Background: an optimization exercise with open tools, aiming at small area, a short achievable clock period and few clock cycles. Do not read the settings as production practice.

==> flow/design.v <==
`default_nettype none
package octree_pkg;
  typedef logic [16-1:0]   addr_t;
  typedef logic [64-1:0]   word_t;
  typedef logic [3-1:0]  level_t;
  typedef logic [12-1:0]    pos_t;
  typedef logic [12-1:0]   slot_t;
  typedef logic [4-1:0] lod_mask_t;
  typedef enum logic [1:0] {WALK_IDLE, WALK_POP, WALK_READ, WALK_SCAN} walk_state_e;
  typedef enum logic [1:0] {FETCH_IDLE, FETCH_READ, FETCH_WAIT, FETCH_HOLD} fetch_state_e;
endpackage
`default_nettype wire
`timescale 1ns/1ps
`default_nettype none
import octree_pkg::*;
module octree_searcher
(
  input  logic           clk,
  input  logic           rst_n,
  input  logic           start_i,
  input  octree_pkg::lod_mask_t      lod_mask_i,
  output logic           busy_o,
  output logic           done_o,
  output logic           sram_cen_o,
  output octree_pkg::addr_t          sram_addr_o,
  input  octree_pkg::word_t          sram_q_i,
  output octree_pkg::word_t          feature_o,
  output logic           feature_valid_o,
  input  logic           feature_ready_i
);
  function automatic logic [2:0] ffs8(input logic [7:0] m);
    ffs8 = m[0] ? 3'd0 : m[1] ? 3'd1 : m[2] ? 3'd2 : m[3] ? 3'd3 :
           m[4] ? 3'd4 : m[5] ? 3'd5 : m[6] ? 3'd6 : 3'd7;
  endfunction
  logic        s_idle, s_issue, s_data, s_dec, s_done;
  logic        qfeat_q;    
  logic [1:0]  lvl_q;      
  logic [1:0]  dep_q;      
  logic [7:0]  m0_q, m1_q, m2_q;   
  logic [7:0]  cap_q;      
  logic [7:0]  waddr_q;    
  logic [1:0]  wlane_q;    
  logic        fbusy_q;
  logic [7:0]  fa_q;       
  logic [7:0]  frest_q;    
  logic [1:0]  fk_q;       
  logic        freq, ffire, rq_free_q, rq_held_q;
  assign freq  = fbusy_q && !s_issue && !s_idle;
  assign ffire = freq && (!qfeat_q || feature_ready_i);
  assign sram_cen_o  = !(rq_free_q || (rq_held_q && feature_ready_i));
  assign sram_addr_o = (s_issue || s_idle) ? {8'b0, waddr_q} : {5'b0, 1'b1, fa_q, fk_q};
  assign feature_o       = sram_q_i;
  assign feature_valid_o = qfeat_q;
  assign busy_o          = !s_idle;
  assign done_o          = s_done && !fbusy_q && !qfeat_q;
  logic       f_last, f_accept;
  logic [2:0] fn;
  assign f_last   = (fk_q == 2'd3) && (frest_q == 8'd0);
  assign f_accept = !fbusy_q || (ffire && f_last);
  assign fn       = ffs8(frest_q);
  logic [15:0] lane;
  logic [7:0]  cbits, sbits;
  assign lane = sram_q_i[{wlane_q, 4'b0000} +: 16];
  always_comb begin
    for (int i = 0; i < 8; i++) begin
      cbits[i] = lane[2*i];
      sbits[i] = lane[2*i+1];
    end
  end
  logic leaf, any;
  assign leaf = (dep_q == lvl_q);
  assign any  = |cap_q;
  logic [7:0] m0_rest, m1_rest, m2_rest;
  logic       more0, more1, more2;
  assign m0_rest = m0_q & (m0_q - 8'd1);
  assign m1_rest = m1_q & (m1_q - 8'd1);
  assign m2_rest = m2_q & (m2_q - 8'd1);
  assign more0 = |m0_rest;
  assign more1 = |m1_rest;
  assign more2 = |m2_rest;
  logic adv3, adv2, adv1, adv_any;
  assign adv3 = (dep_q == 2'd3) && more2;
  assign adv2 = !adv3 && dep_q[1] && more1;
  assign adv1 = !adv3 && !adv2 && (dep_q != 2'd0) && more0;
  logic [3:0] lod_above;
  logic       has_next_lvl;
  logic [1:0] next_lvl;
  always_comb begin
    for (int i = 0; i < 4; i++) lod_above[i] = lod_mask_i[i] && (2'(i) > lvl_q);
    has_next_lvl = |lod_above;
    next_lvl = lod_above[1] ? 2'd1 : lod_above[2] ? 2'd2 : 2'd3;
  end
  assign adv_any = adv3 || adv2 || adv1 || has_next_lvl;
  logic [9:0] slot_cur, child_slot, sib3_slot, sib2_slot, sib1_slot, adv_slot;
  logic [2:0] ic, p1, n1, n2, n3;
  logic [6:0] inc_lo;
  always_comb begin
    slot_cur = {waddr_q, wlane_q};
    ic = ffs8(cbits);
    p1 = ffs8(m0_q);
    n1 = ffs8(m0_rest);
    n2 = ffs8(m1_rest);
    n3 = ffs8(m2_rest);
    inc_lo     = slot_cur[6:0] + 7'd1;
    child_slot = {(ic == 3'd7) ? inc_lo : slot_cur[6:0], 3'(ic + 3'd1)};
    sib3_slot  = {(n3 == 3'd7) ? slot_cur[9:3] + 7'd1 : slot_cur[9:3], 3'(n3 + 3'd1)};
    sib2_slot  = {3'd0, ({1'b0, p1} + 4'd1) + 4'(n2 == 3'd7), 3'(n2 + 3'd1)};
    sib1_slot  = {6'd0, ({1'b0, n1} + 4'd1)};
    adv_slot   = adv3 ? sib3_slot : adv2 ? sib2_slot : adv1 ? sib1_slot : 10'd0;
  end
  logic fast, dec_desc, dec_hold, dec_adv, adv_go, handoff;
  logic [7:0] hmask;
  logic [2:0] hi;
  assign fast     = s_data && (leaf ? !fbusy_q : (cbits == 8'd0));
  assign dec_desc = s_data && !leaf && (cbits != 8'd0);
  assign dec_hold = s_dec && any && !f_accept;
  assign dec_adv  = s_dec && !dec_hold;
  assign adv_go   = dec_adv || fast;
  assign hmask    = fast ? sbits : cap_q;
  assign handoff  = ((fast && leaf) || (s_dec && f_accept)) && (hmask != 8'd0);
  assign hi       = ffs8(hmask);
  logic [7:0] fa_first, fa_next;
  assign fa_first = {(hi == 3'd7) ? inc_lo[4:0] : slot_cur[4:0], 3'(hi + 3'd1)};
  assign fa_next  = {(fn == 3'd7) ? fa_q[7:3] + 5'd1 : fa_q[7:3], 3'(fn + 3'd1)};
  logic n_issue, n_fbusy, n_qfeat, n_idle;
  always_comb begin
    n_qfeat = ffire || (qfeat_q && !feature_ready_i);
    n_fbusy = fbusy_q;
    if (ffire && f_last) n_fbusy = 1'b0;
    if (handoff) n_fbusy = 1'b1;
    n_issue = s_issue;
    if (s_issue && (!qfeat_q || feature_ready_i)) n_issue = 1'b0;
    if (dec_desc || (adv_go && adv_any)) n_issue = 1'b1;
    n_idle = s_idle;
    if (s_idle && start_i) n_idle = 1'b0;
    if (done_o) n_idle = 1'b1;
  end
  always_ff @(posedge clk or negedge rst_n) begin
    if (!rst_n) begin
      s_idle    <= 1'b1;
      s_issue   <= 1'b0;
      s_data    <= 1'b0;
      s_dec     <= 1'b0;
      s_done    <= 1'b0;
      qfeat_q   <= 1'b0;
      fbusy_q   <= 1'b0;
      fk_q      <= 2'd0;
      waddr_q   <= 8'd0;
      wlane_q   <= 2'd0;
      rq_free_q <= 1'b1;
      rq_held_q <= 1'b0;
    end else begin
      qfeat_q   <= n_qfeat;
      fbusy_q   <= n_fbusy;
      s_issue   <= n_issue;
      s_idle    <= n_idle;
      rq_free_q <= (n_issue || n_fbusy || n_idle) && !n_qfeat;
      rq_held_q <= (n_issue || (n_fbusy && !n_idle)) && n_qfeat;
      if (ffire) fk_q <= fk_q + 2'd1;
      if (s_idle && start_i) begin
        if (lod_mask_i == 4'd0) s_done <= 1'b1;
        else s_data <= 1'b1;
      end
      if (s_issue && (!qfeat_q || feature_ready_i)) s_data <= 1'b1;
      if (s_data) begin
        s_data <= 1'b0;
        s_dec  <= leaf && fbusy_q;
      end
      if (dec_desc) begin
        s_dec   <= 1'b0;
        waddr_q <= child_slot[9:2];
        wlane_q <= child_slot[1:0];
      end
      if (adv_go) begin
        s_dec   <= 1'b0;
        waddr_q <= adv_slot[9:2];
        wlane_q <= adv_slot[1:0];
        if (!adv_any) s_done <= 1'b1;
      end
      if (done_o) begin
        s_done  <= 1'b0;
        waddr_q <= 8'd0;
        wlane_q <= 2'd0;
      end
    end
  end
  always_ff @(posedge clk) begin
    if (s_idle && start_i) begin
      dep_q <= 2'd0;
      lvl_q <= lod_mask_i[0] ? 2'd0 : lod_mask_i[1] ? 2'd1 : lod_mask_i[2] ? 2'd2 : 2'd3;
    end
    if (s_data) cap_q <= sbits;
    if (dec_desc) begin
      dep_q <= dep_q + 2'd1;
      case (dep_q)
        2'd0: m0_q <= cbits;
        2'd1: m1_q <= cbits;
        default: m2_q <= cbits;
      endcase
    end
    if (adv_go) begin
      if (adv3) begin
        m2_q  <= m2_rest;
      end else if (adv2) begin
        dep_q <= 2'd2;
        m1_q  <= m1_rest;
      end else if (adv1) begin
        dep_q <= 2'd1;
        m0_q  <= m0_rest;
      end else begin
        dep_q <= 2'd0;
        lvl_q <= next_lvl;
      end
    end
    if (ffire && (fk_q == 2'd3)) begin
      fa_q    <= fa_next;
      frest_q <= frest_q & (frest_q - 8'd1);
    end
    if (handoff) begin
      fa_q    <= fa_first;
      frest_q <= hmask & (hmask - 8'd1);
    end
  end
endmodule
`default_nettype wire
Settings: LEC_CHECK=0, ABC_AREA=1, CAP_MARGIN=20, CORE_MARGIN=2, CORE_UTILIZATION=40, SETUP_SLACK_MARGIN=3.25, SLEW_MARGIN=20; clock period 6.0 ns.
standard.sh (not shown) runs the stock make flow with config.mk's settings and CLKGATE_MAP_FILE= SYNTH_SCRIPT=/design/flow/synth_recipe.tcl, a recipe that flattens the netlist after the stock synthesis.
==> flow/flow/run.sh <==
#!/bin/bash
# Standard ORFS layout, with small buffers on the ports instead of the default choice.
set -euo pipefail
export BUFFER_PORTS_ARGS="-buffer_cell sky130_fd_sc_hd__buf_2"
bash standard.sh > standard_make.log 2>&1
Rerun with:
--- a/flow/design.v
+++ b/flow/design.v
@@ -91,21 +91,19 @@
     next_lvl = lod_above[1] ? 2'd1 : lod_above[2] ? 2'd2 : 2'd3;
   end
   assign adv_any = adv3 || adv2 || adv1 || has_next_lvl;
   logic [9:0] slot_cur, child_slot, sib3_slot, sib2_slot, sib1_slot, adv_slot;
   logic [2:0] ic, p1, n1, n2, n3;
-  logic [6:0] inc_lo;
   always_comb begin
     slot_cur = {waddr_q, wlane_q};
     ic = ffs8(cbits);
     p1 = ffs8(m0_q);
     n1 = ffs8(m0_rest);
     n2 = ffs8(m1_rest);
     n3 = ffs8(m2_rest);
-    inc_lo     = slot_cur[6:0] + 7'd1;
-    child_slot = {(ic == 3'd7) ? inc_lo : slot_cur[6:0], 3'(ic + 3'd1)};
-    sib3_slot  = {(n3 == 3'd7) ? slot_cur[9:3] + 7'd1 : slot_cur[9:3], 3'(n3 + 3'd1)};
+    child_slot = {slot_cur[6:0] + 7'(ic == 3'd7), 3'(ic + 3'd1)};
+    sib3_slot  = {slot_cur[9:3] + 7'(n3 == 3'd7), 3'(n3 + 3'd1)};
     sib2_slot  = {3'd0, ({1'b0, p1} + 4'd1) + 4'(n2 == 3'd7), 3'(n2 + 3'd1)};
     sib1_slot  = {6'd0, ({1'b0, n1} + 4'd1)};
     adv_slot   = adv3 ? sib3_slot : adv2 ? sib2_slot : adv1 ? sib1_slot : 10'd0;
   end
   logic fast, dec_desc, dec_hold, dec_adv, adv_go, handoff;
@@ -118,12 +116,12 @@
   assign adv_go   = dec_adv || fast;
   assign hmask    = fast ? sbits : cap_q;
   assign handoff  = ((fast && leaf) || (s_dec && f_accept)) && (hmask != 8'd0);
   assign hi       = ffs8(hmask);
   logic [7:0] fa_first, fa_next;
-  assign fa_first = {(hi == 3'd7) ? inc_lo[4:0] : slot_cur[4:0], 3'(hi + 3'd1)};
-  assign fa_next  = {(fn == 3'd7) ? fa_q[7:3] + 5'd1 : fa_q[7:3], 3'(fn + 3'd1)};
+  assign fa_first = {slot_cur[4:0] + 5'(hi == 3'd7), 3'(hi + 3'd1)};
+  assign fa_next  = {fa_q[7:3] + 5'(fn == 3'd7), 3'(fn + 3'd1)};
   logic n_issue, n_fbusy, n_qfeat, n_idle;
   always_comb begin
     n_qfeat = ffire || (qfeat_q && !feature_ready_i);
     n_fbusy = fbusy_q;
     if (ffire && f_last) n_fbusy = 1'b0;
The changed run completed without violations.
Hold slack is worse by 0.011 ns.
Via count climbs by 2.6%.
Clock-buffer cell count is higher by 3.
Global-route usage went up by 2.6 points.
Routed wire length is higher by about 8%.
Setup slack got worse by 0.059 ns.
Utilization climbs by 5.2 points.
Register-to-register slack is worse by 0.12 ns.
Function was not checked in any run of this note: the RTL went through the layout flow alone.

==> re-timing with driven ports <==
The results above use ideal ports. As a check the final layouts listed here were re-extracted and re-timed, cells and wires unchanged.
Step 1 assumes that a clkbuf_16 drives the clock port and a buf_2 every other input.
Step 2 moves the port delays by t, midway between the first and last clock arrival at a register: inputs arrive t later, outputs are due t later. That takes back most of the time a late clock gives input paths.
Three values: no drivers, after step 1, after step 2; two values: the first two.
| run | shift t [ns] | slack for setup (ns) | worst setup path after step 2 | latest minus earliest clock arrival (ns) |
|---|---|---|---|---|
| the first run | 0.386 | 2.919 / 2.924 / 2.538 | input to register | 0.010 / 0.010 |
| the second run | 0.378 | 2.860 / 2.854 / 2.476 | input to register | 0.009 / 0.009 |
After both steps setup and hold are still met in every run listed. The setup slack of the second run, which loses most, moves by -0.006 ns with the drivers and by -0.384 ns with both steps.
